What follows belongs to an exercise in optimizing a design on an open flow for small area and few clock cycles per item; a production flow would make more cautious choices.
At most, simulation tests tie the RTL to the original design; equivalence was not proved.
Power figures rest on the tool's default switching activity, not on a simulated workload.

==> flow/design.v <==
`timescale 1ns/1ps
`default_nettype none
module swt16_top (
   input  wire        clock,
   input  wire        rst,
   input  wire        instr_valid,
   input  wire [15:0] instr,
   output wire        instr_ready,
   output wire        wb_valid,
   input  wire        wb_ready,
   output wire [3:0]  wb_reg_idx,
   output wire [15:0] wb_data
);
   logic [15:0] regs [16];
   logic        out_valid;
   logic [3:0]  out_idx;
   logic [15:0] out_data;
   wire [3:0] opcode = instr[15:12];
   wire [3:0] rd     = instr[11:8];
   logic [15:0] a, b;
   always_comb begin
      a = '0;
      b = '0;
      for (int i = 0; i < 16; i++) begin
         a = a | ({16{instr[7:4] == 4'(i)}} & regs[i]);
         b = b | ({16{instr[3:0] == 4'(i)}} & regs[i]);
      end
   end
   wire [3:0] sh     = b[3:0];
   wire has_res = (opcode >= 4'd1) && (opcode <= 4'd9);
   assign instr_ready = !out_valid || wb_ready;
   wire take = instr_valid && instr_ready && has_res;
   wire        is_sub = (opcode == 4'd3);
   wire [15:0] bx     = b ^ {16{is_sub}};
   logic [16:0] cy;
   logic [15:0] sum;
   always_comb begin
      cy[0] = is_sub;
      for (int i = 0; i < 16; i++) begin
         sum[i]   = a[i] ^ bx[i] ^ cy[i];
         cy[i+1]  = (a[i] & bx[i]) | (cy[i] & (a[i] ^ bx[i]));
      end
   end
   wire        is_sll = (opcode == 4'd7);
   wire        fill   = (opcode == 4'd9) & a[15];
   logic [15:0] a_rev, shr, shr_rev;
   always_comb begin
      for (int i = 0; i < 16; i++) a_rev[i] = a[15-i];
   end
   wire [15:0] sh_in = is_sll ? a_rev : a;
   assign shr = 16'($signed({fill, sh_in}) >>> sh);
   always_comb begin
      for (int i = 0; i < 16; i++) shr_rev[i] = shr[15-i];
   end
   wire [15:0] shres = is_sll ? shr_rev : shr;
   wire s_ldi = !rst && opcode == 4'd1;
   wire s_add = !rst && (opcode == 4'd2 || opcode == 4'd3);
   wire s_and = !rst && opcode == 4'd4;
   wire s_or  = !rst && opcode == 4'd5;
   wire s_xor = !rst && opcode == 4'd6;
   wire s_sh  = !rst && (opcode == 4'd7 || opcode == 4'd8 || opcode == 4'd9);
   wire [15:0] res = ({16{s_ldi}} & {8'h00, instr[7:0]})
                   | ({16{s_add}} & sum)
                   | ({16{s_and}} & (a & bx))
                   | ({16{s_or}}  & (a | bx))
                   | ({16{s_xor}} & (a ^ bx))
                   | ({16{s_sh}}  & shres);
   always_ff @(posedge clock) begin
      if (rst) out_valid <= 1'b0;
      else if (instr_ready) out_valid <= instr_valid && has_res;
   end
   always_ff @(posedge clock) begin
      for (int i = 0; i < 16; i++)
         if (rst || (take && rd == 4'(i))) regs[i] <= res;
   end
   always_ff @(posedge clock) begin
      if (take) begin
         out_idx  <= rd;
         out_data <= res;
      end
   end
   assign wb_valid   = out_valid;
   assign wb_reg_idx = out_idx;
   assign wb_data    = out_data;
endmodule
`default_nettype wire
==> flow/config.mk <==
export PLATFORM = sky130hd
export DESIGN_NAME = swt16_top
export DESIGN_NICKNAME = swt16_top
export VERILOG_FILES = /design/flow/design.v
export SDC_FILE = /design/flow/constraint.sdc
export NUM_CORES = 4
export LEC_CHECK = 0
export CAP_MARGIN = 20
export CORE_MARGIN = 2
export CORE_UTILIZATION = 40
export SLEW_MARGIN = 20
==> flow/constraint.sdc <==
create_clock -name core_clock -period 6.0 [get_ports {clock}]
set_input_delay 1.2000 -clock core_clock [delete_from_list [all_inputs] [get_ports {clock}]]
set_output_delay 1.2000 -clock core_clock [all_outputs]
set_load 0.01 [all_outputs]
standard.sh (not shown) runs the stock make flow with config.mk's settings and CLKGATE_MAP_FILE= SYNTH_SCRIPT=/design/flow/synth_recipe.tcl, a recipe that flattens the netlist after the stock synthesis.
==> flow/flow/run.sh <==
#!/bin/bash
# Own layout flow: the standard flow, with an area-oriented ABC mapping
# script in synthesis and smaller buffers in the layout. Each step's output
# goes to a log file of its own in the work folder.
set -euo pipefail
W=$PWD
F=$W/flow

# Synthesis: ORFS's synth.tcl with only the ABC script replaced
sed -e "s#log_cmd abc {\*}\$abc_args#set abc_args [lreplace \$abc_args 1 1 $F/area.abc]; log_cmd abc {*}\$abc_args#" \
   "$FLOW_HOME/scripts/synth.tcl" > "$W/own_synth.tcl"
grep -q "$F/area.abc" "$W/own_synth.tcl"
sed -e "s#source \$::env(SCRIPTS_DIR)/synth.tcl#source $W/own_synth.tcl#" synth_recipe.tcl > "$W/own_synth_recipe.tcl"
grep -q "own_synth.tcl" "$W/own_synth_recipe.tcl"
sed -e "s#SYNTH_SCRIPT=[^ ]*#SYNTH_SCRIPT=$W/own_synth_recipe.tcl#" standard.sh > "$W/own_standard.sh"
grep -q "own_synth_recipe.tcl" "$W/own_standard.sh"

source "$F/knobs.sh"

bash "$W/own_standard.sh" synth > "$W/synth.log" 2>&1
bash "$W/own_standard.sh" "${KNOBS[@]}" finish > "$W/layout.log" 2>&1
==> flow/flow/area.abc <==
strash
balance
dch
&get -n
&nf -a -R 1000
&put
==> flow/flow/knobs.sh <==
KNOBS=(
  "BUFFER_PORTS_ARGS=-buffer_cell sky130_fd_sc_hd__buf_1"
  "CTS_ARGS=-sink_clustering_enable -repair_clock_nets -dont_use_dummy_load -buf_list {sky130_fd_sc_hd__clkbuf_4 sky130_fd_sc_hd__clkbuf_8}"
  "GPL_TIMING_DRIVEN=0"
)
The baseline reached the layout checks and failed them: negative setup slack.
==> next run, changes <==
--- a/flow/design.v
+++ b/flow/design.v
@@ -27,5 +27,4 @@
       end
    end
-   wire [3:0] sh     = b[3:0];
    wire has_res = (opcode >= 4'd1) && (opcode <= 4'd9);
    assign instr_ready = !out_valid || wb_ready;
@@ -33,25 +32,35 @@
    wire        is_sub = (opcode == 4'd3);
    wire [15:0] bx     = b ^ {16{is_sub}};
-   logic [16:0] cy;
-   logic [15:0] sum;
+   wire [15:0] p      = a ^ bx;
+   wire [15:0] g      = a & bx;
+   logic [15:0] gg, pp;
    always_comb begin
-      cy[0] = is_sub;
-      for (int i = 0; i < 16; i++) begin
-         sum[i]   = a[i] ^ bx[i] ^ cy[i];
-         cy[i+1]  = (a[i] & bx[i]) | (cy[i] & (a[i] ^ bx[i]));
-      end
+      gg = g;
+      pp = p;
+      gg[0] = g[0] | (p[0] & is_sub);
+      for (int d = 1; d < 16; d = d * 2)
+         for (int i = 2 * d - 1; i < 16; i = i + 2 * d) begin
+            gg[i] = gg[i] | (pp[i] & gg[i-d]);
+            pp[i] = pp[i] & pp[i-d];
+         end
+      for (int d = 4; d >= 1; d = d / 2)
+         for (int i = 3 * d - 1; i < 16; i = i + 2 * d) begin
+            gg[i] = gg[i] | (pp[i] & gg[i-d]);
+            pp[i] = pp[i] & pp[i-d];
+         end
    end
+   wire [15:0] sum = p ^ {gg[14:0], is_sub};
+   wire [3:0]  sh     = b[3:0];
    wire        is_sll = (opcode == 4'd7);
    wire        fill   = (opcode == 4'd9) & a[15];
-   logic [15:0] a_rev, shr, shr_rev;
+   logic [15:0] a_rev, shr_rev;
    always_comb begin
       for (int i = 0; i < 16; i++) a_rev[i] = a[15-i];
    end
    wire [15:0] sh_in = is_sll ? a_rev : a;
-   assign shr = 16'($signed({fill, sh_in}) >>> sh);
+   wire [15:0] shr   = 16'($signed({fill, sh_in}) >>> sh);
    always_comb begin
       for (int i = 0; i < 16; i++) shr_rev[i] = shr[15-i];
    end
-   wire [15:0] shres = is_sll ? shr_rev : shr;
    wire s_ldi = !rst && opcode == 4'd1;
    wire s_add = !rst && (opcode == 4'd2 || opcode == 4'd3);
@@ -59,11 +68,13 @@
    wire s_or  = !rst && opcode == 4'd5;
    wire s_xor = !rst && opcode == 4'd6;
-   wire s_sh  = !rst && (opcode == 4'd7 || opcode == 4'd8 || opcode == 4'd9);
+   wire s_sl  = !rst && opcode == 4'd7;
+   wire s_sr  = !rst && (opcode == 4'd8 || opcode == 4'd9);
    wire [15:0] res = ({16{s_ldi}} & {8'h00, instr[7:0]})
                    | ({16{s_add}} & sum)
-                   | ({16{s_and}} & (a & bx))
-                   | ({16{s_or}}  & (a | bx))
-                   | ({16{s_xor}} & (a ^ bx))
-                   | ({16{s_sh}}  & shres);
+                   | ({16{s_and}} & g)
+                   | ({16{s_or}}  & (p | g))
+                   | ({16{s_xor}} & p)
+                   | ({16{s_sl}}  & shr_rev)
+                   | ({16{s_sr}}  & shr);
    always_ff @(posedge clock) begin
       if (rst) out_valid <= 1'b0;
- With this change the flow went through all stages and came out clean
- setup slack is better by 2.6 ns
- combinational power went down by about 8%
- global-route usage went down by 1.8 points
- utilization went down by 1.8 points
- non-clock buffer count went down by 21
Testbench counts after the change, summed over its fixed seeds: cycles 40,008, items 40,000.
Only the layout flow was run in the first run of this note; the RTL was not checked for function there.

* * *

run a:
RTL: the design.v shown in full above, as it stands there.
==> flow/config.mk <==
export PLATFORM = sky130hd
export DESIGN_NAME = swt16_top
export DESIGN_NICKNAME = swt16_top
export VERILOG_FILES = /design/flow/design.v
export SDC_FILE = /design/flow/constraint.sdc
export NUM_CORES = 4
export LEC_CHECK = 0
export CAP_MARGIN = 20
export CORE_MARGIN = 2
export CORE_UTILIZATION = 40
export SLEW_MARGIN = 20
==> flow/constraint.sdc <==
create_clock -name core_clock -period 6.0 [get_ports {clock}]
set_input_delay 1.2000 -clock core_clock [delete_from_list [all_inputs] [get_ports {clock}]]
set_output_delay 1.2000 -clock core_clock [all_outputs]
set_load 0.01 [all_outputs]
==> flow/flow/knobs.sh <==
KNOBS=()
Scripts as last shown in full above: flow/flow/run.sh, flow/flow/area.abc
| run a | all stages done | FAIL | setup timing |
--- input diff run a..run b ---
--- a/flow/design.v
+++ b/flow/design.v
@@ -23,51 +23,62 @@
       b = '0;
       for (int i = 0; i < 16; i++) begin
          a = a | ({16{instr[7:4] == 4'(i)}} & regs[i]);
          b = b | ({16{instr[3:0] == 4'(i)}} & regs[i]);
       end
    end
-   wire [3:0] sh     = b[3:0];
    wire has_res = (opcode >= 4'd1) && (opcode <= 4'd9);
    assign instr_ready = !out_valid || wb_ready;
    wire take = instr_valid && instr_ready && has_res;
    wire        is_sub = (opcode == 4'd3);
    wire [15:0] bx     = b ^ {16{is_sub}};
-   logic [16:0] cy;
-   logic [15:0] sum;
+   wire [15:0] p      = a ^ bx;
+   wire [15:0] g      = a & bx;
+   logic [15:0] gg, pp;
    always_comb begin
-      cy[0] = is_sub;
-      for (int i = 0; i < 16; i++) begin
-         sum[i]   = a[i] ^ bx[i] ^ cy[i];
-         cy[i+1]  = (a[i] & bx[i]) | (cy[i] & (a[i] ^ bx[i]));
-      end
+      gg = g;
+      pp = p;
+      gg[0] = g[0] | (p[0] & is_sub);
+      for (int d = 1; d < 16; d = d * 2)
+         for (int i = 2 * d - 1; i < 16; i = i + 2 * d) begin
+            gg[i] = gg[i] | (pp[i] & gg[i-d]);
+            pp[i] = pp[i] & pp[i-d];
+         end
+      for (int d = 4; d >= 1; d = d / 2)
+         for (int i = 3 * d - 1; i < 16; i = i + 2 * d) begin
+            gg[i] = gg[i] | (pp[i] & gg[i-d]);
+            pp[i] = pp[i] & pp[i-d];
+         end
    end
+   wire [15:0] sum = p ^ {gg[14:0], is_sub};
+   wire [3:0]  sh     = b[3:0];
    wire        is_sll = (opcode == 4'd7);
    wire        fill   = (opcode == 4'd9) & a[15];
-   logic [15:0] a_rev, shr, shr_rev;
+   logic [15:0] a_rev, shr_rev;
    always_comb begin
       for (int i = 0; i < 16; i++) a_rev[i] = a[15-i];
    end
    wire [15:0] sh_in = is_sll ? a_rev : a;
-   assign shr = 16'($signed({fill, sh_in}) >>> sh);
+   wire [15:0] shr   = 16'($signed({fill, sh_in}) >>> sh);
    always_comb begin
       for (int i = 0; i < 16; i++) shr_rev[i] = shr[15-i];
    end
-   wire [15:0] shres = is_sll ? shr_rev : shr;
    wire s_ldi = !rst && opcode == 4'd1;
    wire s_add = !rst && (opcode == 4'd2 || opcode == 4'd3);
    wire s_and = !rst && opcode == 4'd4;
    wire s_or  = !rst && opcode == 4'd5;
    wire s_xor = !rst && opcode == 4'd6;
-   wire s_sh  = !rst && (opcode == 4'd7 || opcode == 4'd8 || opcode == 4'd9);
+   wire s_sl  = !rst && opcode == 4'd7;
+   wire s_sr  = !rst && (opcode == 4'd8 || opcode == 4'd9);
    wire [15:0] res = ({16{s_ldi}} & {8'h00, instr[7:0]})
                    | ({16{s_add}} & sum)
-                   | ({16{s_and}} & (a & bx))
-                   | ({16{s_or}}  & (a | bx))
-                   | ({16{s_xor}} & (a ^ bx))
-                   | ({16{s_sh}}  & shres);
+                   | ({16{s_and}} & g)
+                   | ({16{s_or}}  & (p | g))
+                   | ({16{s_xor}} & p)
+                   | ({16{s_sl}}  & shr_rev)
+                   | ({16{s_sr}}  & shr);
    always_ff @(posedge clock) begin
       if (rst) out_valid <= 1'b0;
       else if (instr_ready) out_valid <= instr_valid && has_res;
    end
    always_ff @(posedge clock) begin
       for (int i = 0; i < 16; i++)
[summary]
- Relative to run a, sequential share of layout area decreased by 1.9 points in run b.
- Delta (run b minus run a): internal portion of total power increased by 0.00020 W relative to the old numbers, final cell count increased by 3.7% relative to the old numbers, die width closely matched the old numbers.
- Across both runs, met1 usage in global routing was lower for run b than for run a.
- Number of buffers outside the clock class in the layout: run b > run a
- Run b: full flow OK, the timing, design-rule and antenna checks passed
- The floorplan die height on run b is in line with that on run a.
Testbench counts of run b, summed over its fixed seeds: cycles 40,008, items 40,000.
Function not checked in run a: the RTL went through the layout flow alone.

[afterwards: timing with drivers on the ports]
The results above use ideal ports. As a check the final layouts listed here were re-extracted and re-timed, cells and wires unchanged.
Step 1: set_driving_cell puts a clkbuf_16 on clock and a buf_2 on each other input, an assumption about the parent block.
Step 2, shift: input delay + t, output delay - t, t = (earliest + latest rising clock arrival at the registers) / 2. This alone moves slack from input paths to output paths.
Slacks: no drivers / after step 1 / after step 2; pairs: no drivers / after step 1.
run | t, ns | slack for setup (ns) | hold WS [ns] | worst setup path after step 2
the first run of note 1 | 0.583 | -2.401 / -2.426 / -3.008 | 0.516 / 0.516 / 0.516 | input to register
the second run of note 1 | 0.596 | 0.174 / 0.179 / -0.417 | 0.526 / 0.526 / 0.526 | input to register
run a | 0.610 | -1.998 / -1.973 / -2.583 | 0.543 / 0.543 / 0.543 | input to register
run b | 0.603 | 0.213 / 0.232 / -0.371 | 0.532 / 0.532 / 0.532 | input to register
Met with ideal ports but missed after step 2: setup timing in the second run of note 1 and run b. The setup slack of the first run of note 1, which loses most, moves by -0.025 ns with the drivers and by -0.607 ns with both steps.
